What follows belongs to an exercise in optimizing a design on an open flow for small area; a production flow would make more cautious choices.
Only simulation tests tie the RTL to the original design; equivalence was not proved.
No driver is modelled on the clock port, so clocking that relies on it looks cheaper here than on a real chip.
No activity file was given, so power comes from the tool's default toggle rates.

$ cat design/flow/design.v
module ebpf_data_mem #(
    parameter int DEPTH_LOG2  = 5,
    parameter int BYTE_ADDR_W = 64
) (
    input  logic                   clk,
    input  logic                   rst,
    input  logic                   req_valid,
    output logic                   req_ready,
    input  logic                   req_write,
    input  logic                   req_xadd,
    input  logic [1:0]             req_size,
    input  logic [BYTE_ADDR_W-1:0] req_addr,
    input  logic [63:0]            req_wdata,
    output logic                   rsp_valid,
    output logic [63:0]            rsp_rdata,
    output logic                   rsp_err
);
    localparam int DEPTH = 1 << DEPTH_LOG2;
    localparam int TOP   = DEPTH_LOG2 + 3;
    logic [63:0] mem_q [DEPTH];
    logic [DEPTH_LOG2-1:0] idx;
    logic [2:0]            lane;
    logic                  misaligned;
    logic                  out_of_range;
    logic                  req_err;
    logic                  accept;
    logic                  go_xadd;
    logic                  xc;           
    assign idx  = req_addr[DEPTH_LOG2+2:3];
    assign lane = req_addr[2:0];
    always_comb begin
        case (req_size)
            2'd0:    misaligned = 1'b0;
            2'd1:    misaligned = lane[0];
            2'd2:    misaligned = |lane[1:0];
            default: misaligned = |lane;
        endcase
    end
    assign out_of_range = |req_addr[BYTE_ADDR_W-1:TOP];
    assign req_err   = misaligned | out_of_range | (req_xadd & ~req_size[1]);
    assign req_ready = ~xc & ~rst;
    assign accept    = req_valid & req_ready;
    assign go_xadd   = accept & req_xadd & ~req_err;
    logic [63:0] wd_al;
    always_comb begin
        for (int j = 0; j < 8; j++) begin
            case (req_size)
                2'd0:    wd_al[8*j +: 8] = req_wdata[8*(j & 0) +: 8];
                2'd1:    wd_al[8*j +: 8] = req_wdata[8*(j & 1) +: 8];
                2'd2:    wd_al[8*j +: 8] = req_wdata[8*(j & 3) +: 8];
                default: wd_al[8*j +: 8] = req_wdata[8*(j & 7) +: 8];
            endcase
        end
    end
    logic [DEPTH_LOG2-1:0] x_idx;
    logic                  x_hi;         
    logic                  x_dw;         
    logic [63:0]           x_add;
    logic                  x_c;          
    logic [31:0]           sum_a;        
    logic                  cy_a;
    logic [31:0]           sum_b;        
    always_ff @(posedge clk) begin
        x_idx <= idx;
        x_hi  <= lane[2];
        x_dw  <= req_size[0];
        x_c   <= cy_a & req_size[0];
        x_add <= {wd_al[63:32], sum_a};
    end
    always_ff @(posedge clk) begin
        if (rst) xc <= 1'b0;
        else     xc <= go_xadd;
    end
    logic [DEPTH_LOG2-1:0] a_idx;
    logic [2:0]            a_lane;
    logic [1:0]            a_size;
    logic                  rd_en;
    logic                  wr_en;
    assign a_idx  = xc ? x_idx : idx;
    assign a_lane = xc ? {x_hi, 2'b00} : lane;
    assign a_size = xc ? {1'b1, x_dw} : req_size;
    assign rd_en = (xc & ~rst) | (accept & (~req_write | req_xadd) & ~req_err);
    assign wr_en = (xc & ~rst) | (accept &  req_write & ~req_xadd & ~req_err);
    logic [7:0] be;
    always_comb begin
        for (int j = 0; j < 8; j++) begin
            case (a_size)
                2'd0:    be[j] = (a_lane == 3'(j));
                2'd1:    be[j] = (a_lane[2:1] == 2'(j >> 1));
                2'd2:    be[j] = (a_lane[2] == 1'(j >> 2));
                default: be[j] = 1'b1;
            endcase
        end
    end
    logic [3:0]       pre_lo_r;
    logic [3:0]       pre_lo_w;
    logic [7:0]       pre_hi;
    logic [DEPTH-1:0] rsel;      
    logic [DEPTH-1:0] wsel_n;    
    always_comb begin
        for (int i = 0; i < 4; i++) begin
            pre_lo_r[i] = (a_idx[1:0] == 2'(i)) & rd_en;
            pre_lo_w[i] = (a_idx[1:0] == 2'(i)) & wr_en;
        end
        for (int i = 0; i < 8; i++) pre_hi[i] = (a_idx[4:2] == 3'(i));
        for (int w = 0; w < DEPTH; w++) begin
            rsel[w]   =   pre_lo_r[w % 4] & pre_hi[w / 4];
            wsel_n[w] = ~(pre_lo_w[w % 4] & pre_hi[w / 4]);
        end
    end
    localparam int NG = (DEPTH + 2) / 3;
    logic [63:0] grp_n [NG];
    for (genvar g = 0; g < NG; g++) begin : g_rd
        for (genvar i = 0; i < 64; i++) begin : g_bit
            if (3*g + 2 < DEPTH) begin : g3
                ebpf_dmem_aoi222 u_aoi (
                    .a0(mem_q[3*g][i]),   .s0(rsel[3*g]),
                    .a1(mem_q[3*g+1][i]), .s1(rsel[3*g+1]),
                    .a2(mem_q[3*g+2][i]), .s2(rsel[3*g+2]),
                    .y_n(grp_n[g][i])
                );
            end else begin : g2
                ebpf_dmem_aoi22 u_aoi (
                    .a0(mem_q[3*g][i]),   .s0(rsel[3*g]),
                    .a1(mem_q[3*g+1][i]), .s1(rsel[3*g+1]),
                    .y_n(grp_n[g][i])
                );
            end
        end
    end
    logic [63:0] port;
    always_comb begin
        port = 64'h0;
        for (int g = 0; g < NG; g++) port = port | ~grp_n[g];
    end
    ebpf_dmem_add32 u_add_a (
        .a(port[31:0]), .b(wd_al[31:0]), .ci(1'b0), .s(sum_a), .co(cy_a)
    );
    ebpf_dmem_add32 u_add_b (
        .a(port[63:32]), .b(x_add[63:32]), .ci(x_c), .s(sum_b), .co()
    );
    logic [63:0] col;
    assign col = xc ? {sum_b, x_add[31:0]} : wd_al;
    logic [7:0] be_n;
    assign be_n = ~be;
    logic [7:0] we [DEPTH];
    for (genvar w = 0; w < DEPTH; w++) begin : g_we
        for (genvar b = 0; b < 8; b++) begin : g_b
            ebpf_dmem_nor2 u_we (.a(wsel_n[w]), .b(be_n[b]), .y(we[w][b]));
        end
    end
    always_ff @(posedge clk) begin
        for (int w = 0; w < DEPTH; w++)
            for (int b = 0; b < 8; b++)
                if (we[w][b]) mem_q[w][8*b +: 8] <= col[8*b +: 8];
    end
    logic [7:0]  rd_b0;
    logic [7:0]  rd_b1;
    logic [63:0] rd_al;
    always_comb begin
        rd_b0 = 8'h0;
        for (int l = 0; l < 8; l++)
            rd_b0 = rd_b0 | (port[8*l +: 8] & {8{a_lane == 3'(l)}});
    end
    always_comb begin
        rd_b1 = 8'h0;
        for (int l = 0; l < 4; l++)
            rd_b1 = rd_b1 | (port[16*l + 8 +: 8] & {8{a_lane[2:1] == 2'(l)}});
    end
    assign rd_al[7:0]   = rd_b0;
    assign rd_al[15:8]  = rd_b1 & {8{a_size != 2'd0}};
    assign rd_al[31:16] = ((port[31:16] & {16{~a_lane[2]}}) | (port[63:48] & {16{a_lane[2]}}))
                          & {16{a_size[1]}};
    assign rd_al[63:32] = port[63:32] & {32{a_size == 2'd3}};
    logic resp;
    assign resp = (accept & ~go_xadd) | (xc & ~rst);
    always_ff @(posedge clk) begin
        rsp_valid <= resp;
        if (rst | resp) begin
            rsp_rdata <= rd_al;
            rsp_err   <= accept & req_err;
        end
    end
endmodule
module ebpf_dmem_aoi222 (
    input  logic a0, s0, a1, s1, a2, s2,
    output logic y_n
);
    assign y_n = ~((a0 & s0) | (a1 & s1) | (a2 & s2));
endmodule
module ebpf_dmem_aoi22 (
    input  logic a0, s0, a1, s1,
    output logic y_n
);
    assign y_n = ~((a0 & s0) | (a1 & s1));
endmodule
module ebpf_dmem_nor2 (
    input  logic a, b,
    output logic y
);
    assign y = ~(a | b);
endmodule
module ebpf_dmem_add32 (
    input  logic [31:0] a, b,
    input  logic        ci,
    output logic [31:0] s,
    output logic        co
);
    logic [31:0] g, p, c;
    logic [8:0]  bc;     
    logic [7:0]  bg, bp;
    assign bc[0] = ci;
    for (genvar k = 0; k < 8; k++) begin : g_blk
        logic [2:0] gg;   
        for (genvar i = 0; i < 4; i++) begin : g_bit
            ebpf_dmem_ha u_ha (.a(a[4*k+i]), .b(b[4*k+i]), .g(g[4*k+i]), .p(p[4*k+i]));
            if (i == 0) begin : g_c0
                assign c[4*k] = bc[k];
            end else begin : g_ci
                ebpf_dmem_ao21 u_c (.g(g[4*k+i-1]), .p(p[4*k+i-1]), .c(c[4*k+i-1]), .y(c[4*k+i]));
            end
            ebpf_dmem_xor2 u_s (.a(p[4*k+i]), .b(c[4*k+i]), .y(s[4*k+i]));
        end
        ebpf_dmem_ao21 u_g1 (.g(g[4*k+1]), .p(p[4*k+1]), .c(g[4*k]), .y(gg[0]));
        ebpf_dmem_ao21 u_g2 (.g(g[4*k+2]), .p(p[4*k+2]), .c(gg[0]),  .y(gg[1]));
        ebpf_dmem_ao21 u_g3 (.g(g[4*k+3]), .p(p[4*k+3]), .c(gg[1]),  .y(gg[2]));
        assign bg[k] = gg[2];
        ebpf_dmem_and4 u_p (.a(p[4*k]), .b(p[4*k+1]), .c(p[4*k+2]), .d(p[4*k+3]), .y(bp[k]));
        ebpf_dmem_ao21 u_bc (.g(bg[k]), .p(bp[k]), .c(bc[k]), .y(bc[k+1]));
    end
    assign co = bc[8];
endmodule
module ebpf_dmem_ha (
    input  logic a, b,
    output logic g, p
);
    assign g = a & b;
    assign p = a ^ b;
endmodule
module ebpf_dmem_ao21 (
    input  logic g, p, c,
    output logic y
);
    assign y = g | (p & c);
endmodule
module ebpf_dmem_xor2 (
    input  logic a, b,
    output logic y
);
    assign y = a ^ b;
endmodule
module ebpf_dmem_and4 (
    input  logic a, b, c, d,
    output logic y
);
    assign y = a & b & c & d;
endmodule
$ cat design/flow/flow/run.sh
#!/bin/bash
# Standard layout with these changes:
#  - port buffers use the smallest buffer cell;
#  - clock tree synthesis clusters at most 16 sinks within 60 um per leaf
#    buffer, without dummy loads;
#  - after CTS, clock buffers are downsized where the clock-pin slew stays
#    low (flow/clkdown.tcl).
set -euo pipefail
ARGS=(
  BUFFER_PORTS_ARGS="-buffer_cell sky130_fd_sc_hd__buf_1"
  CTS_ARGS="-sink_clustering_enable -repair_clock_nets -dont_use_dummy_load -sink_clustering_size 16 -sink_clustering_max_diameter 60"
)
bash standard.sh "${ARGS[@]}" cts > standard_cts.log 2>&1
R=orfs/results/sky130hd/ebpf_data_mem/base
IN=$R/4_cts.odb OUT=$R/4_cts.odb SDC=$R/4_cts.sdc LIM=0.105 STEPS="16 8 8 4 4 2" \
  openroad -no_init -exit flow/clkdown.tcl > clkdown.log 2>&1
bash standard.sh "${ARGS[@]}" finish > standard_finish.log 2>&1
$ cat design/flow/flow/clkdown.tcl
# Downsize clock tree buffers (clkbuf_16 -> 8 -> 4) one at a time, keeping
# each change only while the worst flip-flop clock-pin slew, estimated from
# placement, stays under LIM (ns).
set plat $::env(FLOW_HOME)/platforms/sky130hd
read_db $::env(IN)
read_liberty $plat/lib/sky130_fd_sc_hd__tt_025C_1v80.lib
read_sdc $::env(SDC)
source $plat/setRC.tcl
estimate_parasitics -placement
set_propagated_clock [all_clocks]
estimate_parasitics -placement
set lim $::env(LIM)
proc maxslew {} {
  set mx 0
  foreach p [all_registers -clock_pins -edge_triggered] {
    foreach e {rise fall} { set s [get_property $p slew_max_$e]; if {$s > $mx} {set mx $s} }
  }
  return $mx
}
puts "start max [maxslew]"
set n 0
set steps {16 8 8 4}
if {[info exists ::env(STEPS)]} { set steps $::env(STEPS) }
foreach {from to} $steps {
  foreach inst [get_cells -filter "ref_name == sky130_fd_sc_hd__clkbuf_$from"] {
    replace_cell $inst sky130_fd_sc_hd__clkbuf_$to
    estimate_parasitics -placement
    if {[maxslew] > $lim} {
      replace_cell $inst sky130_fd_sc_hd__clkbuf_$from
      estimate_parasitics -placement
    } else { incr n }
  }
}
puts "downsized $n final max [maxslew]"
write_db $::env(OUT)
$ cat design/flow/standard.sh
#!/bin/bash
# synth_recipe.tcl (not shown) runs the flow's synth.tcl, then flattens the netlist and writes it again
# the make line also repeats each setting of config.mk as NAME=value (left out here)
make -C /OpenROAD-flow-scripts/flow DESIGN_CONFIG=/design/flow/config.mk WORK_HOME=/design/flow/orfs CLKGATE_MAP_FILE= SYNTH_SCRIPT=/design/flow/synth_recipe.tcl "${@:-finish}"
$ cat design/flow/config.mk
export PLATFORM = sky130hd
export DESIGN_NAME = ebpf_data_mem
export DESIGN_NICKNAME = ebpf_data_mem
export VERILOG_FILES = /design/flow/design.v
export SDC_FILE = /design/flow/constraint.sdc
export NUM_CORES = 4
export LEC_CHECK = 0
export CAP_MARGIN = 20
export CORE_MARGIN = 2
export CORE_UTILIZATION = 40
export PLACE_DENSITY = 0.75
export SLEW_MARGIN = 20
export SYNTH_HIERARCHICAL = 1
$ cat design/flow/constraint.sdc
create_clock -name core_clock -period 12.0 [get_ports {clk}]
set_input_delay 2.4000 -clock core_clock [delete_from_list [all_inputs] [get_ports {clk}]]
set_output_delay 2.4000 -clock core_clock [all_outputs]
set_load 0.01 [all_outputs]
==> flow_summary.toml, run 1 <==
[power_and_ir_drop]
combPwrFrac_pct = 4.0
total_power_w = 0.0123
p_sw_share_pct = 21.5
p_leak_nw = 29.1
clockPowerShare_pct = 26.9
p_seq_share_pct = 69.1
peakVddDrop_uv = 104
internal_power_w = 0.00965
p_per_area_mw_per_mm2 = 140
p_sw_w = 0.00264

[sta]
fmax_ghz = 0.106
fin_setup_tns_ps = 0
max_slew_margin_pct = 15.1
setup_viol = 0
finalHoldViolCount = 0
max_slew.worst_pin.slew_ps = 1260
fin_crit_sh_pct = 78.7
period_needed_ps = 9440
rsz0062_at_grt = "false"
clock_skew_ps = 236
drv_slew = 0

[clocking]
cts_made_buffers = 164
ctsResizeCount = 0
cts_max_level = 4
insertion_delay_ps = 1870
cts_tree = "yes"
root_buffer = "clkbuf_16"
cts_setup_buffers = 0
clockBufferDepth = 3
clkTransAtPathRegs_ps = 90
holdBufCountCts = 0
clock-sinks = 2187

[final_layout]
nNetsFinal = 4939
nFillCells = 16900
drive_gt1_share_pct = 10.9
fin_cells = 7405
area_growth_pct = 9.11

[die]
dieArea_sq_mm = 0.205
ios = 202
die_y_um = 453
die_w_um = 453
core-area_sq_mm = 0.200
initial_core_util_pct = 40.3
std_cell_rows = 164

[synthesis]
synth_area_sq_mm = 0.0807
synth_warnings = 11
syn_inst = 4282
syn_avg_cell_area_sq_um = 18.9

[worst_setup_path]
critPathMaxStageDelay_ps = 940
rr_startpoint = "xc$_SDFF_PP0_"
cp-startpoint = "req_size[0]"
cp-start-kind = "primary input"
setup.worst_path.end_class = "flop"
arrival_ps = 10890
cpMostUsedCell = "a21o_1"
worstPathRequired_ps = 13450
cpMaxStageDelayCell = "nor3_1"
crit_type = "in -> reg"
path_max_fanout = 33
path_delay_family = "compound AO/OA/AOI/OAI gates"
crit_buf_inv = 4
r2r_slack_ps = 3450

[drt]
avgRoutedWirePerCell_um = 34.8
drc = 0
drtAntennaViolNets = 0
drt_iter0_markers = 9955
viasPerCell = 6.63
drt_wl_total_um = 258000
first_pass_iters = 12
vias = 49100

[global_route]
grt_pass1_wl_um = 355000
grt_overflow_total = 0
grt_util_all_layers_pct = 24.5
grt_max_degree = 58
antenna_found_initial = 22
grt_pass1_vias = 46800

[run_status]
outcome = "timing/DRC/antenna clean"

[flow_run]
cap_violations = 0

[min_path]
hold_path_class = "reg -> reg"
min_from = "mem_q[22][6]$_DFFE_PP_"

[placement]
io_buffers = 201
post-dp-hpwl_um = 172000
gp_congestion = 1.05
numPlacedInstances = 7224
## tightest hold or removal path, cell delays in order, from the launching register on
cell,delay (ps)
edfxtp_1,330
a222oi_1,80
nand4_1,90
ha_1,210
xor2_1,80
## final cells by class
cell class / count / area, sq um / share of cell area, %
diodes: 15 / 37.5 / 0.0426
clock buffers: 164 / 2060 / 2.34
inverters: 34 / 128 / 0.145
multi-input cells: 2011 / 15800 / 17.9
flip-flops and latches: 2187 / 64900 / 73.7
well taps: 2656 / 3320 / 3.77
repair buffers: 338 / 1820 / 2.07
## registers in the layout, summed over array words and instances (netlist names)
register and cells:
mem_q 2048, rsp_rdata 64, x_add 64, x_idx 5, rsp_err 1, rsp_valid 1
x_c 1, x_dw 1, x_hi 1, xc 1
## layer usage
metal  share of wire, %  GRT usage, %  wire length [um]
met1                 33          28.7             83800
met2                 45          37.4            116000
met3                 13          7.09             32300
met4                9.8          20.0             25100
met5              0.038             0                97
## worst paths after layout
| check | to | cells after the start |
|---|---|---|
| max | mem_q[9][63]$_DFFE_PP_ | 25 |
| min | x_add[6]$_DFF_P_ | 4 |
| max reg2reg | mem_q[9][63]$_DFFE_PP_ | 24 |
| min reg2reg | x_add[6]$_DFF_P_ | 4 |
## cells in the final DEF (no fill, tap or decap), types with 7 or more instances in the layout
master and n:
buf_1 199, dfxtp_1 73, xor2_1 64, a221oi_1 7, inv_1 31, o22ai_1 13, nand2_1 95, ha_1 67
edfxtp_1 2113, mux2_2 89, o21ai_0 16, nand3_1 65, a211oi_1 12, nor4_1 14, nor2b_1 24, nor3_1 31
a22oi_2 65, a222oi_1 641, nor3_2 31, clkbuf_2 17, buf_4 133, a21o_1 108, a22oi_1 35, nor2_1 354
clkbuf_4 12, a21oi_1 12, o211ai_1 7, clkbuf_8 137, nand4_1 159, and4_1 19, a21oi_2 8, diode_2 15
## power by group through the flow
stage               clock (W)  sequential, W  combinational [W]
finish                0.00330        0.00849           0.000498
global route          0.00357        0.00849           0.000517
CTS                   0.00482        0.00850           0.000478
detailed placement          0        0.00866           0.000477
global placement            0        0.00866           0.000459
floorplan                   0        0.00866           0.000217
## stage by stage
| step | utilization (%) | hold WS, ps | area (sq um) | worst slack (ps) |
|---|---|---|---|---|
| 2_1_floorplan | - | 629 | 80700 | 887 |
| 3_3_place_gp | 42.9 | 813 | 85900 | 1360 |
| 3_5_place_dp | 42.9 | 807 | 85900 | 1140 |
| 4_1_cts | 45.0 | 826 | 90000 | 1920 |
| 5_1_grt | 44.0 | 765 | 88000 | 2540 |
| 6_report | 44.0 | 851 | 88100 | 2560 |
==> inputs of run 2 (changes only) <==
--- a/design/flow/config.mk
+++ b/design/flow/config.mk
@@ -8,6 +8,5 @@
 export CAP_MARGIN = 20
 export CORE_MARGIN = 2
 export CORE_UTILIZATION = 40
-export PLACE_DENSITY = 0.75
 export SLEW_MARGIN = 20
 export SYNTH_HIERARCHICAL = 1
==> flow_summary.toml, run 2 <==
[power_and_ir_drop]
p_leak_nw = 29.1
p_per_area_mw_per_mm2 = 139
peakVddDrop_uv = 90.3
total_power_w = 0.0123

[sta]
rsz0062_at_grt = "false"
clock_skew_ps = 210
fmax_ghz = 0.109
fin_crit_sh_pct = 76.2
drv_slew = 0
period_needed_ps = 9140
fin_setup_tns_ps = 0
max_slew.worst_pin.slew_ps = 1280
setup_viol = 0
max_slew_margin_pct = 14.1
finalHoldViolCount = 0

[min_path]
hold_end = "rsp_rdata[55]$_DFFE_PP_"
hold_path_class = "reg -> reg"
min_from = "mem_q[1][55]$_DFFE_PP_"
whs_path_depth = 4

[drt]
first_pass_iters = 15
avgRoutedWirePerCell_um = 34.5
drt_wl_total_um = 255000
viasPerCell = 6.37
drc = 0
vias = 47200
drtAntennaViolNets = 0
drt_iter0_markers = 7670

[worst_setup_path]
rr_worst_depth = 27
path_max_fanout = 32
cp-start-kind = "primary input"
setup.worst_path.end_class = "flop"
arrival_ps = 10470
rr_startpoint = "xc$_SDFF_PP0_"
crit_type = "in -> reg"
r2r_slack_ps = 3990
worstPathRequired_ps = 13330
reg2reg_to = "mem_q[28][63]$_DFFE_PP_"

[clocking]
ctsResizeCount = 0
holdBufCountCts = 0
cts_max_level = 4
cts_tree = "yes"
clockBufferDepth = 3
root_buffer = "clkbuf_16"
cts_setup_buffers = 0
cts_made_buffers = 166
clock-sinks = 2187
clkTransAtPathRegs_ps = 100
insertion_delay_ps = 1760

[synthesis]
syn_inst = 4282
synth_area_sq_mm = 0.0807
synth_warnings = 11
syn_avg_cell_area_sq_um = 18.9

[final_layout]
final_cell_mix = "edfxtp_1 (2,113), a222oi_1 (641), nor2_1 (354)"
largest_reg_flops = 2048
final_util_pct = 44.0
area_growth_pct = 9.18
final_common_cell = "edfxtp_1"
reg_top3 = "mem_q: 2048 flops, rsp_rdata: 64 flops, x_add: 64 flops"
nNetsFinal = 4944
top_register = "mem_q"
drive_gt1_share_pct = 11.2

[flow_run]
cap_violations = 0

[global_route]
grt_max_degree = 53
grt_use_met1_pct = 30.0
grt_util_all_layers_pct = 24.2
antenna_found_initial = 13
grt_pass1_vias = 45500
grt_use_met2_pct = 39.6
grt_use_met3_pct = 5.18
grt_overflow_total = 0
grt-busiest-layer = "met2"
grt_pass1_wl_um = 351000

[run_status]
outcome = "timing/DRC/antenna clean"

[placement]
post-dp-hpwl_um = 176000
io_buffers = 201
gp_congestion = 1.02

[die]
ios = 202
core-area_sq_mm = 0.200
die_w_um = 453
initial_core_util_pct = 40.3
die_y_um = 453
std_cell_rows = 164
dieArea_sq_mm = 0.205
[run 2: power breakdown]
group          internal (W)  switching, W  leakage [nW]
logic             0.0000811      0.000389          7.43
clock network       0.00111       0.00222          1.12
registers           0.00847     0.0000130          20.6
total               0.00967       0.00263          29.1
[run 2: critical path: stages]
cell and delay [ps]:
buf_1 310, inv_1 230, ha_1 710, nor2_1 150, o2111ai_1 400, o41a_2 640
buf_4 390, nor3_2 90, buf_4 290, a222oi_1 420, nand3_1 190, nor3_1 620
inv_1 100, ha_1 380, a21o_1 190, a21o_1 140, a21o_1 200, a21o_1 220
a21o_1 220, a21o_1 200, a21o_1 200, a21o_1 290, a21o_1 230, a21o_1 190
a21o_1 180, a21o_1 170, xor2_1 150, mux2_2 480
[run 2: stage by stage]
| step | std cells | setup slack [ps] | cell area [sq um] | hold slack, ps |
|---|---|---|---|---|
| 2_1_floorplan | 4284 | 887 | 80700 | 629 |
| 3_3_place_gp | 7227 | 1410 | 86000 | 754 |
| 3_5_place_dp | 7227 | 1260 | 86000 | 774 |
| 4_1_cts | 7393 | 2110 | 90100 | 797 |
| 5_1_grt | 7401 | 2590 | 88100 | 653 |
| 6_report | 7404 | 2860 | 88100 | 815 |
[run 2: layer usage]
layer / vias up / part of all wire, %
met2: 2443 / 48
li1: 19700 / -
met3: 468 / 8.5
met4: 5 / 6.0
met5: - / 0.15
met1: 24600 / 37
[run 2: area by class of cell]
cell class	instances	area, sq um
multi-input cells	2011	15800
diodes	9	22.5
fillers	17300	112000
clock buffers	166	2090
repair buffers	341	1820
inverters	34	128
flip-flops and latches	2187	64900
well taps	2656	3320
[run 2: how the worst max path moves through the flow]
stage / startpoint / endpoint / slack (ps) / cells after the start
2_1_floorplan: req_size[0] / mem_q[0][63]$_DFFE_PP_ / 890 / 28
3_3_place_gp: req_size[0] / mem_q[0][63]$_DFFE_PP_ / 1410 / 28
3_5_place_dp: req_size[0] / mem_q[0][63]$_DFFE_PP_ / 1260 / 28
4_1_cts: req_size[0] / mem_q[19][63]$_DFFE_PP_ / 2110 / 28
5_1_grt: req_size[0] / mem_q[28][63]$_DFFE_PP_ / 2590 / 28
6_report: req_size[0] / mem_q[28][63]$_DFFE_PP_ / 2860 / 28
==> inputs of run 3 (changes only) <==
==> design/flow/flow/run.sh (replaced) <==
#!/bin/bash
# Standard layout with these changes:
#  - port buffers use the smallest buffer cell;
#  - clock tree synthesis clusters at most 20 sinks within 80 um per leaf
#    buffer, without dummy loads;
#  - after CTS, clock buffers are downsized where the clock-pin slew stays
#    low (flow/clkdown.tcl);
#  - then gates off the critical paths are downsized and any slew or
#    capacitance violation repaired (flow/recover.tcl).
set -euo pipefail
ARGS=(
  BUFFER_PORTS_ARGS="-buffer_cell sky130_fd_sc_hd__buf_1"
  CTS_ARGS="-sink_clustering_enable -repair_clock_nets -dont_use_dummy_load -sink_clustering_size 20 -sink_clustering_max_diameter 80"
)
bash standard.sh "${ARGS[@]}" cts > standard_cts.log 2>&1
R=orfs/results/sky130hd/ebpf_data_mem/base
IN=$R/4_cts.odb OUT=$R/4_cts.odb SDC=$R/4_cts.sdc LIM=0.105 \
  openroad -no_init -exit flow/clkdown.tcl > clkdown.log 2>&1
IN=$R/4_cts.odb OUT=$R/4_cts.odb SDC=$R/4_cts.sdc \
  openroad -no_init -exit flow/recover.tcl > recover.log 2>&1
bash standard.sh "${ARGS[@]}" finish > standard_finish.log 2>&1
--- a/design/flow/flow/clkdown.tcl
+++ b/design/flow/flow/clkdown.tcl
@@ -19,9 +19,7 @@
 }
 puts "start max [maxslew]"
 set n 0
-set steps {16 8 8 4}
-if {[info exists ::env(STEPS)]} { set steps $::env(STEPS) }
-foreach {from to} $steps {
+foreach {from to} {16 8 8 4} {
   foreach inst [get_cells -filter "ref_name == sky130_fd_sc_hd__clkbuf_$from"] {
     replace_cell $inst sky130_fd_sc_hd__clkbuf_$to
     estimate_parasitics -placement
==> design/flow/flow/recover.tcl (new file) <==
# Area recovery after CTS: downsize gates off the critical paths, then
# repair any slew or capacitance violation this leaves.
set plat $::env(FLOW_HOME)/platforms/sky130hd
read_db $::env(IN)
read_liberty $plat/lib/sky130_fd_sc_hd__tt_025C_1v80.lib
read_sdc $::env(SDC)
source $plat/setRC.tcl
set_propagated_clock [all_clocks]
estimate_parasitics -placement
puts "area before [rsz::design_area]"
repair_timing -recover_power 100 -match_cell_footprint
estimate_parasitics -placement
repair_design -cap_margin 20 -slew_margin 20 -match_cell_footprint
estimate_parasitics -placement
detailed_placement
check_placement
estimate_parasitics -placement
puts "area after [rsz::design_area]"
report_check_types -max_slew -max_capacitance -violators
report_worst_slack -max
report_worst_slack -min
write_db $::env(OUT)
==> flow_summary.toml, run 3 <==
[sta]
whs_ps = 792
period_needed_ps = 9930
finalHoldViolCount = 0
clock_skew_ps = 127
drv_slew = 0
fin_crit_sh_pct = 82.7
fmax_ghz = 0.101
rsz0062_at_grt = "false"
max_slew_margin_pct = 16.0
max_slew.worst_pin.slew_ps = 1220
fin_setup_tns_ps = 0
setup_viol = 0

[final_layout]
nNetsFinal = 4928
area_growth_pct = 10.4
top_register = "mem_q"
largest_reg_flops = 2048
drive_gt1_share_pct = 9.29
final_common_cell = "edfxtp_1"
final_cell_mix = "edfxtp_1 (2,113), a222oi_1 (641), nor2_1 (354)"
reg_top3 = "mem_q: 2048 flops, rsp_rdata: 64 flops, x_add: 64 flops"

[global_route]
grt_util_all_layers_pct = 24.2
grt_pass1_vias = 45300
antenna_found_initial = 14
grt_max_degree = 53
grt_pass1_wl_um = 351000
grt_overflow_total = 0

[worst_setup_path]
worstPathRequired_ps = 12990
rr_worst_depth = 26
r2r_slack_ps = 3510
cp-startpoint = "req_size[0]"
critPathMaxStageDelay_ps = 780
cpMaxStageDelayCell = "mux2_1"
rr_startpoint = "xc$_SDFF_PP0_"
cp-start-kind = "primary input"
setup.worst_path.end_class = "flop"
arrival_ps = 10910
crit_type = "in -> reg"
path_max_fanout = 32
cpMostUsedCell = "a21o_1"
endpoint = "mem_q[8][59]$_DFFE_PP_"
reg2reg_to = "mem_q[8][59]$_DFFE_PP_"

[clocking]
clock-sinks = 2187
clockBufferDepth = 3
cts_setup_buffers = 0
clkTransAtPathRegs_ps = 90
ctsResizeCount = 0
cts_made_buffers = 132
insertion_delay_ps = 1330
holdBufCountCts = 0
root_buffer = "clkbuf_16"
cts_tree = "yes"
cts_max_level = 4

[die]
core-area_sq_mm = 0.200
dieArea_sq_mm = 0.205
std_cell_rows = 164
initial_core_util_pct = 40.3
ios = 202
die_w_um = 453
die_y_um = 453

[placement]
gp_congestion = 1.02
io_buffers = 201
post-dp-hpwl_um = 176000

[power_and_ir_drop]
peakVddDrop_uv = 89.3
p_per_area_mw_per_mm2 = 144
p_leak_nw = 29.5

[run_status]
outcome = "timing/DRC/antenna clean"

[synthesis]
synth_area_sq_mm = 0.0807
syn_avg_cell_area_sq_um = 18.9
synth_warnings = 11
syn_inst = 4282

[drt]
drt_iter0_markers = 8147
drtAntennaViolNets = 0
vias = 46900
first_pass_iters = 14
viasPerCell = 6.35
avgRoutedWirePerCell_um = 34.4
drc = 0
drt_wl_total_um = 254000

[min_path]
whs_path_depth = 4
hold_path_class = "reg -> reg"

[flow_run]
cap_violations = 0
run 3: cell types whose count changed in the layout (fill, tap and decap cells not counted), sizes merged:
cell    delta
buf       +17
clkbuf    -33
diode      +4
run 3: per-layer routing:
metal	share of wire [%]	track usage (%)	routed length, um	vias up
li1	-	-	-	19700
met1	37	30.0	93500	24300
met2	48	39.3	123000	2457
met3	8.6	5.29	21800	476
met4	6.4	13.8	16200	2
met5	0.0028	0	7	-
run 3: worst min-delay path by stage:
stage / from / end / slack, ps
final: mem_q[22][1]$_DFFE_PP_ / x_add[1]$_DFF_P_ / 790
after global routing: mem_q[22][1]$_DFFE_PP_ / x_add[1]$_DFF_P_ / 840
after CTS: mem_q[1][55]$_DFFE_PP_ / rsp_rdata[55]$_DFFE_PP_ / 820
after detailed placement: mem_q[1][55]$_DFFE_PP_ / rsp_rdata[55]$_DFFE_PP_ / 770
after global placement: mem_q[25][55]$_DFFE_PP_ / rsp_rdata[55]$_DFFE_PP_ / 750
after floorplan: mem_q[22][62]$_DFFE_PP_ / rsp_rdata[62]$_DFFE_PP_ / 630
run 3: final cells by class:
| cell class | count | area, sq um |
|---|---|---|
| clock buffer | 132 | 2850 |
| timing repair buffer | 359 | 2080 |
| multi-input combinational | 2011 | 15800 |
| sequential | 2187 | 64900 |
| inverter | 34 | 128 |
| tap | 2656 | 3320 |
| fill | 17100 | 111000 |
| antenna | 13 | 32.5 |
run 3: power by group:
group	switching, W	total [W]	leakage (nW)	internal, W
clock network	0.00227	0.00391	1.42	0.00164
logic	0.000389	0.000469	7.52	0.0000797
registers	0.0000131	0.00849	20.6	0.00848
run 3: critical path: cells and delay by family:
| kind | cells | cell delay, ps |
|---|---|---|
| AO/OA/AOI/OAI | 15 | 3850 |
| XOR/XNOR | 1 | 130 |
| adder cells (fa/ha/maj) | 2 | 1120 |
| buffers and inverters | 4 | 1420 |
| multiplexers | 1 | 780 |
| AND/OR/NAND/NOR | 4 | 1160 |
run 3: metrics by stage:
stage,setup WS (ps),total power (W),utilization (%),area (sq um),cells
global route,1690,0.0132,44.5,89100,7386
global placement,1410,0.00911,43.0,86000,7227
detailed placement,1260,0.00913,43.0,86000,7227
CTS,2100,0.0133,44.6,89300,7359
finish,2070,0.0129,44.5,89100,7392
floorplan,887,0.00888,-,80700,4284
==> inputs of run 4 (changes only) <==
==> design/flow/flow/run.sh (replaced) <==
#!/bin/bash
# Standard layout with these changes:
#  - port buffers use the smallest buffer cell;
#  - clock tree synthesis clusters at most 16 sinks within 60 um per leaf
#    buffer, without dummy loads;
#  - after CTS, clock buffers are downsized where the clock-pin slew stays
#    low (flow/clkdown.tcl), and so are the buffers that repair inserted,
#    where the slews on their nets stay under 1 ns and no violation or
#    setup slack under 1 ns results (flow/bufdown.tcl).
set -euo pipefail
ARGS=(
  BUFFER_PORTS_ARGS="-buffer_cell sky130_fd_sc_hd__buf_1"
  CTS_ARGS="-sink_clustering_enable -repair_clock_nets -dont_use_dummy_load -sink_clustering_size 16 -sink_clustering_max_diameter 60"
)
bash standard.sh "${ARGS[@]}" cts > standard_cts.log 2>&1
R=orfs/results/sky130hd/ebpf_data_mem/base
IN=$R/4_cts.odb OUT=$R/4_cts.odb SDC=$R/4_cts.sdc LIM=0.105 STEPS="16 8 8 4 4 2" \
  openroad -no_init -exit flow/clkdown.tcl > clkdown.log 2>&1
IN=$R/4_cts.odb OUT=$R/4_cts.odb SDC=$R/4_cts.sdc SLEWLIM=1.0 \
  openroad -no_init -exit flow/bufdown.tcl > bufdown.log 2>&1
bash standard.sh "${ARGS[@]}" finish > standard_finish.log 2>&1
==> design/flow/flow/bufdown.tcl (new file) <==
# Downsize repair buffers one at a time; keep a change only if the slews on
# the buffer's output net stay under SLEWLIM (ns), no max-slew or max-cap
# violation is added, and the worst setup slack stays above 1 ns.
set plat $::env(FLOW_HOME)/platforms/sky130hd
read_db $::env(IN)
read_liberty $plat/lib/sky130_fd_sc_hd__tt_025C_1v80.lib
read_sdc $::env(SDC)
source $plat/setRC.tcl
set_propagated_clock [all_clocks]
estimate_parasitics -placement
set a0 [rsz::design_area]
set lim [expr {$::env(SLEWLIM) * 1e-9}]
set ::s0 [sta::max_slew_violation_count]
set ::c0 [sta::max_capacitance_violation_count]
proc netslew {inst} {
  set mx 0
  foreach op [get_pins -of_objects $inst -filter "direction == output"] {
    foreach p [concat $op [get_pins -of_objects [get_nets -of_objects $op] -filter "direction == input"]] {
      foreach e {rise fall} { set s [get_property $p slew_max_$e]; if {$s > $mx} {set mx $s} }
    }
  }
  return [sta::time_ui_sta $mx]
}
proc ok {inst} {
  if {[sta::max_slew_violation_count] > $::s0} { return 0 }
  if {[sta::max_capacitance_violation_count] > $::c0} { return 0 }
  if {[sta::worst_slack_cmd max] < 1.0e-9} { return 0 }
  if {[netslew $inst] > $::lim} { return 0 }
  return 1
}
puts "base viol slew $::s0 cap $::c0"
set n 0
foreach {from to} {buf_12 buf_8 buf_8 buf_6 buf_6 buf_4 buf_4 buf_2 buf_2 buf_1} {
  foreach inst [get_cells -filter "ref_name == sky130_fd_sc_hd__$from"] {
    set nm [get_full_name $inst]
    if {![string match "place*" $nm] && ![string match "wire*" $nm] && ![string match "max_cap*" $nm] && ![string match "load_slew*" $nm]} continue
    replace_cell $inst sky130_fd_sc_hd__$to
    estimate_parasitics -placement
    if {![ok $inst]} {
      replace_cell $inst sky130_fd_sc_hd__$from
      estimate_parasitics -placement
    } else { incr n }
  }
}
puts "downsized $n area [expr {$a0*1e12}] -> [expr {[rsz::design_area]*1e12}]"
puts "viol slew [sta::max_slew_violation_count] cap [sta::max_capacitance_violation_count] slack [sta::worst_slack_cmd max]"
write_db $::env(OUT)
--- a/design/flow/flow/clkdown.tcl
+++ b/design/flow/flow/clkdown.tcl
@@ -1,6 +1,6 @@
-# Downsize clock tree buffers (clkbuf_16 -> 8 -> 4) one at a time, keeping
-# each change only while the worst flip-flop clock-pin slew, estimated from
-# placement, stays under LIM (ns).
+# Downsize clock tree buffers one at a time (by default clkbuf_16 -> 8 -> 4;
+# STEPS lists the from/to sizes), keeping each change only while the worst
+# flip-flop clock-pin slew, estimated from placement, stays under LIM (ns).
 set plat $::env(FLOW_HOME)/platforms/sky130hd
 read_db $::env(IN)
 read_liberty $plat/lib/sky130_fd_sc_hd__tt_025C_1v80.lib
@@ -19,7 +19,9 @@
 }
 puts "start max [maxslew]"
 set n 0
-foreach {from to} {16 8 8 4} {
+set steps {16 8 8 4}
+if {[info exists ::env(STEPS)]} { set steps $::env(STEPS) }
+foreach {from to} $steps {
   foreach inst [get_cells -filter "ref_name == sky130_fd_sc_hd__clkbuf_$from"] {
     replace_cell $inst sky130_fd_sc_hd__clkbuf_$to
     estimate_parasitics -placement
removed: design/flow/flow/recover.tcl
==> flow_summary.toml, run 4 <==
[final_layout]
seqCellArea_sq_mm = 0.0649
final_util_pct = 43.9
drive_gt1_share_pct = 10.1
largest_reg_flops = 2048
final_common_cell = "edfxtp_1"
final_cell_mix = "edfxtp_1 (2,113), a222oi_1 (641), nor2_1 (354)"
top_register = "mem_q"
nFillCells = 17300
nNetsFinal = 4944
fin_area_sq_mm = 0.0878
area_growth_pct = 8.73
multi_input_area_sq_mm = 0.0158
reg_top3 = "mem_q: 2048 flops, rsp_rdata: 64 flops, x_add: 64 flops"

[worst_setup_path]
reg2reg_to = "mem_q[28][63]$_DFFE_PP_"
arrival_ps = 11010
setup.worst_path.end_class = "flop"
crit_type = "in -> reg"
crit_buf_inv = 5
cp-startpoint = "req_size[0]"
endpoint = "mem_q[28][63]$_DFFE_PP_"
path_delay_family = "compound AO/OA/AOI/OAI gates"
cp_num_cells = 28
critPathMaxStageDelay_ps = 820
worstPathRequired_ps = 13330
cpMostUsedCell = "a21o_1"
rr_startpoint = "xc$_SDFF_PP0_"
cp-start-kind = "primary input"
path_max_fanout = 32
r2r_slack_ps = 3350
cpMaxStageDelayCell = "buf_1"
rr_worst_depth = 26

[power_and_ir_drop]
peakVddDrop_uv = 90.5
p_per_area_mw_per_mm2 = 140
p_leak_nw = 28.9

[placement]
post-dp-hpwl_um = 176000
io_buffers = 201
gp_congestion = 1.02
placedInstanceArea_sq_mm = 0.0860

[global_route]
grt_pass1_vias = 45500
grt-busiest-layer = "met2"
grt_use_met3_pct = 5.25
grt_use_met1_pct = 29.9
grt_use_met2_pct = 39.6
grt_util_all_layers_pct = 24.2
grt_overflow_total = 0
grt_pass1_wl_um = 351000
antenna_found_initial = 14
grt_max_degree = 53

[clocking]
cts_tree = "yes"
root_buffer = "clkbuf_16"
holdBufCountCts = 0
clockBufferDepth = 3
cts_made_buffers = 166
clkTransAtPathRegs_ps = 100
cts_setup_buffers = 0
ctsResizeCount = 0
clock-sinks = 2187
cts_max_level = 4
insertion_delay_ps = 1770

[die]
die_y_um = 453
dieArea_sq_mm = 0.205
die_w_um = 453
core-area_sq_mm = 0.200
ios = 202
initial_core_util_pct = 40.3
std_cell_rows = 164

[flow_run]
cap_violations = 0

[sta]
fmax_ghz = 0.103
drv_slew = 0
max_slew_margin_pct = 13.5
finalHoldViolCount = 0
period_needed_ps = 9680
rsz0062_at_grt = "false"
fin_setup_tns_ps = 0
setup_viol = 0
clock_skew_ps = 206
max_slew.worst_pin.slew_ps = 1260
fin_crit_sh_pct = 80.6

[drt]
drc = 0
drt_iter0_markers = 8119
vias = 47100
avgRoutedWirePerCell_um = 34.4
drtAntennaViolNets = 0
first_pass_iters = 14
viasPerCell = 6.35
drt_wl_total_um = 255000

[synthesis]
synth_warnings = 11
synth_area_sq_mm = 0.0807
syn_avg_cell_area_sq_um = 18.9
syn_inst = 4282

[min_path]
hold_path_class = "reg -> reg"

[run_status]
outcome = "timing/DRC/antenna clean"
[run 4: through the flow]
stage | worst slack, ps | instances | power (W) | hold slack [ps]
after floorplan | 887 | 4284 | 0.00888 | 629
after global placement | 1410 | 7227 | 0.00911 | 754
after detailed placement | 1260 | 7227 | 0.00913 | 774
after CTS | 2110 | 7393 | 0.0139 | 797
after global routing | 1960 | 7401 | 0.0126 | 653
final | 2320 | 7409 | 0.0123 | 805
[run 4: how the worst min path moves through the flow]
| stage | start | endpoint | slack, ps | depth (start not counted) |
|---|---|---|---|---|
| 3_5_place_dp | mem_q[1][55]$_DFFE_PP_ | rsp_rdata[55]$_DFFE_PP_ | 770 | 4 |
| 5_1_grt | req_addr[6] | x_idx[3]$_DFF_P_ | 650 | 1 |
| 6_report | mem_q[22][1]$_DFFE_PP_ | x_add[1]$_DFF_P_ | 800 | 4 |
| 2_1_floorplan | mem_q[22][62]$_DFFE_PP_ | rsp_rdata[62]$_DFFE_PP_ | 630 | 2 |
| 3_3_place_gp | mem_q[25][55]$_DFFE_PP_ | rsp_rdata[55]$_DFFE_PP_ | 750 | 4 |
| 4_1_cts | mem_q[1][55]$_DFFE_PP_ | rsp_rdata[55]$_DFFE_PP_ | 800 | 4 |
[run 4: per-layer routing]
layer | part of all wire [%] | vias to the layer above | wire length, um
li1 | - | 19700 | -
met2 | 49 | 2521 | 124000
met1 | 36 | 24400 | 93000
met4 | 5.9 | 7 | 15000
met5 | 0.15 | - | 390
met3 | 8.8 | 464 | 22500
[run 4: report_power, final]
group | total [W] | leakage (nW) | switching (W) | internal, W
Clock | 0.00333 | 1.12 | 0.00222 | 0.00111
Combinational | 0.000466 | 7.24 | 0.000388 | 0.0000780
Sequential | 0.00849 | 20.6 | 0.0000129 | 0.00847
[run 4: cell type report]
cell class / count / share of cell area (%)
repair buffers: 341 / 1.65
multi-input cells: 2011 / 18.0
flip-flops and latches: 2187 / 74.0
diodes: 14 / 0.0399
clock buffers: 166 / 2.38
inverters: 34 / 0.145
well taps: 2656 / 3.79
[run 4: worst min-delay path, delay by kind of cell (launching register included)]
family | cells | cell delay [ps]
xor gates and xnor gates | 1 | 80
and+or+nand+nor | 1 | 100
AOI/OAI and AO/OA | 1 | 100
DFF | 1 | 330
adders and majority gates | 1 | 200
==> inputs of run 5 (changes only) <==
==> design/flow/flow/run.sh (replaced) <==
#!/bin/bash
# Standard layout with these changes:
#  - port buffers use the smallest buffer cell;
#  - clock tree synthesis clusters at most 16 sinks within 60 um per leaf
#    buffer, without dummy loads;
#  - after CTS, clock buffers are downsized where the clock-pin slew stays
#    low (flow/clkdown.tcl), and combinational cells are downsized to the
#    next smaller drive where the slews on their nets stay under 1 ns and
#    no violation, setup slack under 1 ns or hold slack under 0.1 ns
#    results (flow/gatedown.tcl).
set -euo pipefail
ARGS=(
  BUFFER_PORTS_ARGS="-buffer_cell sky130_fd_sc_hd__buf_1"
  CTS_ARGS="-sink_clustering_enable -repair_clock_nets -dont_use_dummy_load -sink_clustering_size 16 -sink_clustering_max_diameter 60"
)
bash standard.sh "${ARGS[@]}" cts > standard_cts.log 2>&1
R=orfs/results/sky130hd/ebpf_data_mem/base
IN=$R/4_cts.odb OUT=$R/4_cts.odb SDC=$R/4_cts.sdc LIM=0.105 STEPS="16 8 8 4 4 2" \
  openroad -no_init -exit flow/clkdown.tcl > clkdown.log 2>&1
IN=$R/4_cts.odb OUT=$R/4_cts.odb SDC=$R/4_cts.sdc SLEWLIM=1.0 \
  openroad -no_init -exit flow/gatedown.tcl > gatedown.log 2>&1
bash standard.sh "${ARGS[@]}" finish > standard_finish.log 2>&1
==> design/flow/flow/gatedown.tcl (new file) <==
# Downsize combinational cells one at a time to the next smaller drive
# strength of the same function; keep a change only if the slews on the
# cell's output net stay under SLEWLIM (ns), no max-slew or max-cap
# violation is added, and the worst setup slack stays above 1 ns.
# Hold slack may not fall under 0.1 ns. Flip-flops, latches, delay cells and
# clock-tree cells are not touched.
set plat $::env(FLOW_HOME)/platforms/sky130hd
read_db $::env(IN)
read_liberty $plat/lib/sky130_fd_sc_hd__tt_025C_1v80.lib
read_sdc $::env(SDC)
source $plat/setRC.tcl
set_propagated_clock [all_clocks]
estimate_parasitics -placement
set a0 [rsz::design_area]
set lim [expr {$::env(SLEWLIM) * 1e-9}]
set ::s0 [sta::max_slew_violation_count]
set ::c0 [sta::max_capacitance_violation_count]
set ::h0 [expr {min([sta::worst_slack_cmd min], 0.1e-9)}]
set dont {}
# sizes available per function
set sizes [dict create]
foreach lc [get_lib_cells sky130_fd_sc_hd__tt_025C_1v80/*] {
  set nm [get_name $lc]
  if {[regexp {^sky130_fd_sc_hd__(.+)_(\d+)$} $nm -> base sz]} {
    if {[lsearch $dont $nm] >= 0} continue
    dict lappend sizes $base $sz
  }
}
proc netslew {inst} {
  set mx 0
  foreach op [get_pins -of_objects $inst -filter "direction == output"] {
    foreach p [concat $op [get_pins -of_objects [get_nets -of_objects $op] -filter "direction == input"]] {
      foreach e {rise fall} { set s [get_property $p slew_max_$e]; if {$s > $mx} {set mx $s} }
    }
  }
  return [sta::time_ui_sta $mx]
}
proc ok {inst} {
  if {[sta::max_slew_violation_count] > $::s0} { return 0 }
  if {[sta::max_capacitance_violation_count] > $::c0} { return 0 }
  if {[sta::worst_slack_cmd max] < 1.0e-9} { return 0 }
  if {[sta::worst_slack_cmd min] < $::h0} { return 0 }
  if {[netslew $inst] > $::lim} { return 0 }
  return 1
}
puts "base viol slew $::s0 cap $::c0"
set n 0
for {set pass 0} {$pass < 3} {incr pass} {
  foreach inst [get_cells *] {
    set ref [get_property $inst ref_name]
    if {![regexp {^sky130_fd_sc_hd__(.+)_(\d+)$} $ref -> base sz]} continue
    if {[regexp {^(df|edf|sdf|sedf|dl|clk|tap|fill|decap|conb|diode|lpflow|probe)} $base]} continue
    if {![dict exists $sizes $base]} continue
    set smaller {}
    foreach s [dict get $sizes $base] { if {$s < $sz} { lappend smaller $s } }
    if {$smaller eq {}} continue
    set to [lindex [lsort -integer -decreasing $smaller] 0]
    replace_cell $inst sky130_fd_sc_hd__${base}_$to
    estimate_parasitics -placement
    if {![ok $inst]} {
      replace_cell $inst $ref
      estimate_parasitics -placement
    } else { incr n }
  }
}
puts "downsized $n area [expr {$a0*1e12}] -> [expr {[rsz::design_area]*1e12}]"
puts "viol slew [sta::max_slew_violation_count] cap [sta::max_capacitance_violation_count] slack [sta::worst_slack_cmd max]"
write_db $::env(OUT)
removed: design/flow/flow/bufdown.tcl
==> flow_summary.toml, run 5 <==
[synthesis]
syn_inst = 4282
syn_avg_cell_area_sq_um = 18.9
synth_area_sq_mm = 0.0807
synth_warnings = 11

[worst_setup_path]
cpMostUsedCell = "a21o_1"
setup.worst_path.end_class = "flop"
arrival_ps = 10950
cp-startpoint = "req_size[0]"
path_delay_family = "compound AO/OA/AOI/OAI gates"
critPathMaxStageDelay_ps = 790
crit_type = "in -> reg"
path_max_fanout = 32
worstPathRequired_ps = 13420
r2r_slack_ps = 2580
cpMaxStageDelayCell = "mux2_1"
cp-start-kind = "primary input"
crit_buf_inv = 5
rr_startpoint = "xc$_SDFF_PP0_"

[sta]
setup_viol = 0
max_slew.worst_pin.slew_ps = 1290
period_needed_ps = 9540
fin_crit_sh_pct = 79.5
finalHoldViolCount = 0
whs_ps = 760
rsz0062_at_grt = "false"
fmax_ghz = 0.105
clock_skew_ps = 190
drv_slew = 0
max_slew_margin_pct = 12.7
fin_setup_tns_ps = 0

[clocking]
cts_tree = "yes"
cts_setup_buffers = 0
cts_max_level = 4
clock-sinks = 2187
holdBufCountCts = 0
insertion_delay_ps = 1820
clkTransAtPathRegs_ps = 100
root_buffer = "clkbuf_16"
ctsResizeCount = 0
cts_made_buffers = 166
clockBufferDepth = 3

[global_route]
antenna_found_initial = 15
grt_overflow_total = 0
grt_pass1_vias = 45500
grt_max_degree = 53
grt_pass1_wl_um = 351000
grt_util_all_layers_pct = 24.2

[die]
core-area_sq_mm = 0.200
dieArea_sq_mm = 0.205
die_w_um = 453
std_cell_rows = 164
die_y_um = 453
initial_core_util_pct = 40.3
ios = 202

[drt]
vias = 47100
drc = 0
drt_iter0_markers = 7840
drtAntennaViolNets = 0
drt_wl_total_um = 255000
first_pass_iters = 13
avgRoutedWirePerCell_um = 34.4
viasPerCell = 6.36

[placement]
post-dp-hpwl_um = 176000
gp_congestion = 1.02
io_buffers = 201
numPlacedInstances = 7227

[final_layout]
top_register = "mem_q"
area_growth_pct = 8.02
reg_top3 = "mem_q: 2048 flops, rsp_rdata: 64 flops, x_add: 64 flops"
fin_cells = 7416
final_util_pct = 43.6
final_cell_mix = "edfxtp_1 (2,113), a222oi_1 (641), nor2_1 (355)"
nFillCells = 17400
nNetsFinal = 4943
drive_gt1_share_pct = 6.73
largest_reg_flops = 2048
final_common_cell = "edfxtp_1"

[min_path]
min_from = "req_addr[6]"
hold_path_class = "in -> reg"

[flow_run]
cap_violations = 0

[power_and_ir_drop]
p_per_area_mw_per_mm2 = 141
p_leak_nw = 28.8
peakVddDrop_uv = 91.5

[run_status]
outcome = "timing/DRC/antenna clean"
run 5: cell count changes in the layout (fill, tap and decap cells not counted), sizes merged:
cell,delta
buf,-1
diode,+8
run 5: final timing paths:
| path | endpoint | cells past startpoint |
|---|---|---|
| min | x_idx[3]$_DFF_P_ | 1 |
| max | mem_q[19][63]$_DFFE_PP_ | 28 |
| min reg2reg | rsp_rdata[55]$_DFFE_PP_ | 4 |
| max reg2reg | mem_q[19][63]$_DFFE_PP_ | 26 |
run 5: worst register-to-register path, cell delays in order (launching register included):
cell and delay (ps):
dfxtp_2 310, buf_2 390, inv_1 520, buf_4 740, nor2_1 160, a22oi_1 220
buf_1 850, nor3_1 210, buf_2 450, a222oi_1 560, nand4_1 340, nor3_1 700
inv_1 100, ha_1 380, a21o_1 210, a21o_1 160, a21o_1 200, a21o_1 210
a21o_1 200, a21o_1 200, a21o_1 290, a21o_1 240, a21o_1 190, a21o_1 180
a21o_1 170, xor2_1 140, mux2_1 790
run 5: layout make-up:
cell class | count | area (sq um) | share of cell area (%)
multi-input combinational | 2011 | 15200 | 17.5
clock buffer | 166 | 2090 | 2.40
timing repair buffer | 340 | 1430 | 1.64
sequential | 2187 | 64900 | 74.5
inverter | 34 | 128 | 0.146
antenna | 22 | 55.1 | 0.0631
tap | 2656 | 3320 | 3.81
run 5: layer usage:
metal  share of wire, %  vias up  wire length (um)  track usage [%]
met5               0.11        -               276            0.863
met4                5.9        7             15100             12.8
met3                8.9      467             22600             5.51
met2                 48     2509            124000             39.7
met1                 37    24500             93300             29.9
li1                   -    19700                 -                -
run 5: power by group:
| part | total (W) | switching [W] | leakage [nW] | internal [W] |
|---|---|---|---|---|
| combinational | 0.000459 | 0.000386 | 7.17 | 0.0000733 |
| sequential | 0.00849 | 0.0000129 | 20.6 | 0.00848 |
| clock | 0.00334 | 0.00223 | 1.12 | 0.00111 |
| total | 0.0123 | 0.00263 | 28.8 | 0.00966 |
run 5: through the flow:
step / total power (W) / worst slack, ps / area (sq um)
finish: 0.0123 / 2460 / 87200
global route: 0.0126 / 2110 / 87200
detailed placement: 0.00913 / 1260 / 86000
global placement: 0.00911 / 1410 / 86000
CTS: 0.0139 / 2110 / 90100
floorplan: 0.00888 / 887 / 80700
==> inputs of run 6 (changes only) <==
--- a/design/flow/design.v
+++ b/design/flow/design.v
@@ -154,24 +154,33 @@
             for (int b = 0; b < 8; b++)
                 if (we[w][b]) mem_q[w][8*b +: 8] <= col[8*b +: 8];
     end
-    logic [7:0]  rd_b0;
-    logic [7:0]  rd_b1;
+    logic [7:0] ls0;     
+    logic [3:0] ls1;     
+    logic [1:0] ls2;     
+    logic       ls4;     
+    always_comb begin
+        for (int l = 0; l < 8; l++) ls0[l] = (a_lane == 3'(l));
+        for (int l = 0; l < 4; l++) ls1[l] = (a_lane[2:1] == 2'(l)) & (a_size != 2'd0);
+        ls2[0] = ~a_lane[2] & a_size[1];
+        ls2[1] =  a_lane[2] & a_size[1];
+        ls4    = (a_size == 2'd3);
+    end
     logic [63:0] rd_al;
-    always_comb begin
-        rd_b0 = 8'h0;
-        for (int l = 0; l < 8; l++)
-            rd_b0 = rd_b0 | (port[8*l +: 8] & {8{a_lane == 3'(l)}});
-    end
-    always_comb begin
-        rd_b1 = 8'h0;
-        for (int l = 0; l < 4; l++)
-            rd_b1 = rd_b1 | (port[16*l + 8 +: 8] & {8{a_lane[2:1] == 2'(l)}});
-    end
-    assign rd_al[7:0]   = rd_b0;
-    assign rd_al[15:8]  = rd_b1 & {8{a_size != 2'd0}};
-    assign rd_al[31:16] = ((port[31:16] & {16{~a_lane[2]}}) | (port[63:48] & {16{a_lane[2]}}))
-                          & {16{a_size[1]}};
-    assign rd_al[63:32] = port[63:32] & {32{a_size == 2'd3}};
+    for (genvar j = 0; j < 8; j++) begin : g_al0
+        ebpf_dmem_sel8 u_s (
+            .d({port[56+j], port[48+j], port[40+j], port[32+j],
+                port[24+j], port[16+j], port[8+j],  port[j]}),
+            .s(ls0), .y(rd_al[j])
+        );
+        ebpf_dmem_sel4 u_s1 (
+            .d({port[56+j], port[40+j], port[24+j], port[8+j]}),
+            .s(ls1), .y(rd_al[8+j])
+        );
+    end
+    for (genvar j = 0; j < 16; j++) begin : g_al2
+        ebpf_dmem_sel2 u_s (.d({port[48+j], port[16+j]}), .s(ls2), .y(rd_al[16+j]));
+    end
+    assign rd_al[63:32] = port[63:32] & {32{ls4}};
     logic resp;
     assign resp = (accept & ~go_xadd) | (xc & ~rst);
     always_ff @(posedge clk) begin
@@ -255,3 +264,21 @@
 );
     assign y = a & b & c & d;
 endmodule
+module ebpf_dmem_sel8 (
+    input  logic [7:0] d, s,
+    output logic       y
+);
+    assign y = |(d & s);
+endmodule
+module ebpf_dmem_sel4 (
+    input  logic [3:0] d, s,
+    output logic       y
+);
+    assign y = |(d & s);
+endmodule
+module ebpf_dmem_sel2 (
+    input  logic [1:0] d, s,
+    output logic       y
+);
+    assign y = |(d & s);
+endmodule
--- a/design/flow/flow/gatedown.tcl
+++ b/design/flow/flow/gatedown.tcl
@@ -55,6 +55,9 @@
     foreach s [dict get $sizes $base] { if {$s < $sz} { lappend smaller $s } }
     if {$smaller eq {}} continue
     set to [lindex [lsort -integer -decreasing $smaller] 0]
+    set a_from [get_property [get_lib_cells */$ref] area]
+    set a_to [get_property [get_lib_cells */sky130_fd_sc_hd__${base}_$to] area]
+    if {$a_to >= $a_from} continue
     replace_cell $inst sky130_fd_sc_hd__${base}_$to
     estimate_parasitics -placement
     if {![ok $inst]} {
==> flow_summary.toml, run 6 <==
[clocking]
clockBufferDepth = 3
cts_tree = "yes"
ctsResizeCount = 0
cts_made_buffers = 166
cts_setup_buffers = 0
insertion_delay_ps = 1810
clock-sinks = 2187
cts_max_level = 4
clkTransAtPathRegs_ps = 100
holdBufCountCts = 0
root_buffer = "clkbuf_16"

[final_layout]
top_register = "mem_q"
largest_reg_flops = 2048
drive_gt1_share_pct = 7.63
seqCellArea_sq_mm = 0.0649
nFillCells = 17500
fin_area_sq_mm = 0.0869
area_growth_pct = 8.02
final_common_cell = "edfxtp_1"
nNetsFinal = 4858
reg_top3 = "mem_q: 2048 flops, rsp_rdata: 64 flops, x_add: 64 flops"
multi_input_area_sq_mm = 0.0151
final_cell_mix = "edfxtp_1 (2,113), a222oi_1 (640), nor2_1 (350)"

[drt]
first_pass_iters = 13
avgRoutedWirePerCell_um = 33.9
drtAntennaViolNets = 0
drc = 0
vias = 46700
drt_wl_total_um = 248000
viasPerCell = 6.37
drt_iter0_markers = 7900

[worst_setup_path]
cp-startpoint = "req_size[0]"
cp_num_cells = 25
crit_type = "in -> reg"
critPathMaxStageDelay_ps = 860
cpMostUsedCell = "a21o_1"
reg2reg_to = "mem_q[3][63]$_DFFE_PP_"
arrival_ps = 11180
endpoint = "mem_q[3][63]$_DFFE_PP_"
rr_startpoint = "xc$_SDFF_PP0_"
crit_buf_inv = 3
cp-start-kind = "primary input"
path_max_fanout = 32
setup.worst_path.end_class = "flop"
worstPathRequired_ps = 13290
rr_worst_depth = 23
cpMaxStageDelayCell = "o41a_2"
path_delay_family = "compound AO/OA/AOI/OAI gates"
r2r_slack_ps = 3360

[global_route]
grt_max_degree = 66
grt_overflow_total = 0
antenna_found_initial = 21
grt_pass1_wl_um = 344000
grt_util_all_layers_pct = 23.7
grt_pass1_vias = 45400

[die]
ios = 202
die_y_um = 453
die_w_um = 453
std_cell_rows = 164
initial_core_util_pct = 40.3
dieArea_sq_mm = 0.205
core-area_sq_mm = 0.200

[placement]
gp_congestion = 0.984
post-dp-hpwl_um = 168000
io_buffers = 201
placedInstanceArea_sq_mm = 0.0856
pre_cts_slack_ps = 1390

[flow_run]
cap_violations = 0

[min_path]
min_from = "mem_q[28][15]$_DFFE_PP_"
hold_path_class = "reg -> reg"

[synthesis]
syn_inst = 4212
synth_warnings = 11
syn_avg_cell_area_sq_um = 19.1
synth_area_sq_mm = 0.0805

[sta]
fin_crit_sh_pct = 82.4
fmax_ghz = 0.101
fin_setup_tns_ps = 0
rsz0062_at_grt = "false"
finalHoldViolCount = 0
setup_viol = 0
finalWorstSetupSlack_ps = 2110
drv_slew = 0
max_slew_margin_pct = 14.4
clock_skew_ps = 264
period_needed_ps = 9890
max_slew.worst_pin.slew_ps = 1280

[run_status]
outcome = "timing/DRC/antenna clean"

[power_and_ir_drop]
peakVddDrop_uv = 92.8
p_leak_nw = 28.5
p_per_area_mw_per_mm2 = 141
total_power_w = 0.0123
==> run 6: layer usage <==
layer	track usage, %	up-vias	share of wire, %
met1	28.6	24200	36
met5	0	-	0.011
met4	16.8	4	7.9
met2	38.6	2473	48
li1	-	19400	-
met3	4.15	546	8.1
==> run 6: how the worst min path moves through the flow <==
stage	to	slack [ps]	depth (start not counted)
6_report	x_add[15]$_DFF_P_	800	4
2_1_floorplan	rsp_rdata[32]$_DFFE_PP_	680	3
4_1_cts	x_add[4]$_DFF_P_	780	4
3_5_place_dp	x_add[4]$_DFF_P_	830	4
5_1_grt	x_idx[3]$_DFF_P_	690	1
3_3_place_gp	x_add[4]$_DFF_P_	830	4
==> run 6: cell type report <==
class / count / share of cell area [%]
flip-flops and latches: 2187 / 74.7
clock buffers: 166 / 2.43
inverters: 3 / 0.0130
diodes: 16 / 0.0461
repair buffers: 314 / 1.55
multi-input cells: 1983 / 17.4
well taps: 2656 / 3.82
==> run 6: report_power, final <==
group | internal [W] | switching [W] | leakage [nW]
Combinational | 0.0000756 | 0.000362 | 6.81
Sequential | 0.00847 | 0.0000121 | 20.6
Clock | 0.00113 | 0.00222 | 1.13
Total | 0.00967 | 0.00260 | 28.5
==> run 6: per-stage QoR <==
stage | instances | hold slack (ps) | utilization, %
after CTS | 7308 | 785 | 44.9
after global routing | 7319 | 694 | 43.5
after global placement | 7140 | 830 | 42.8
after floorplan | 4214 | 680 | -
after detailed placement | 7142 | 831 | 42.9
final | 7325 | 805 | 43.5
==> run 6: worst min-delay path, cell delays in order (launching register included) <==
cell and delay [ps]:
edfxtp_1 330, a222oi_1 60, nand4_1 230, ha_1 230, xor2_1 80

-- afterwards: timing with drivers on the ports --
How much do the figures lean on ideal ports? The routed layouts below were timed once more, with nothing changed but the port constraints. Step 1 assumes that a clkbuf_16 drives the clock port and a buf_2 every other input. Step 2 adds t to the input delays and takes it off the output delays; t is the mean of the earliest and latest rising clock arrival at the registers after step 1. Input paths then give back, and output paths get back, about the clock's delay inside the block. a / b / c = ideal / step 1 / step 2; a / b = the first two.
run	t, ns	setup WS [ns]	worst hold slack (ns)	worst setup path at the end	clock arrival spread, ns
run 1	1.825	2.558 / 2.613 / 0.788	0.851 / 0.851 / 0.851	input to register	0.252 / 0.252
run 2	1.736	2.862 / 2.895 / 1.158	0.815 / 0.815 / 0.815	input to register	0.214 / 0.213
run 3	1.354	2.075 / 2.111 / 0.757	0.792 / 0.792 / 0.792	input to register	0.137 / 0.138
run 4	1.745	2.324 / 2.361 / 0.615	0.805 / 0.805 / 0.805	input to register	0.211 / 0.211
run 5	1.806	2.463 / 2.494 / 0.688	0.760 / 0.766 / 0.814	input to register	0.194 / 0.195
run 6	1.773	2.110 / 2.150 / 0.377	0.805 / 0.805 / 0.805	input to register	0.265 / 0.264
After both steps setup and hold are still met in every run listed. For run 5, which loses most, drivers alone change the setup slack by +0.031 ns; drivers and shift together by -1.775 ns.
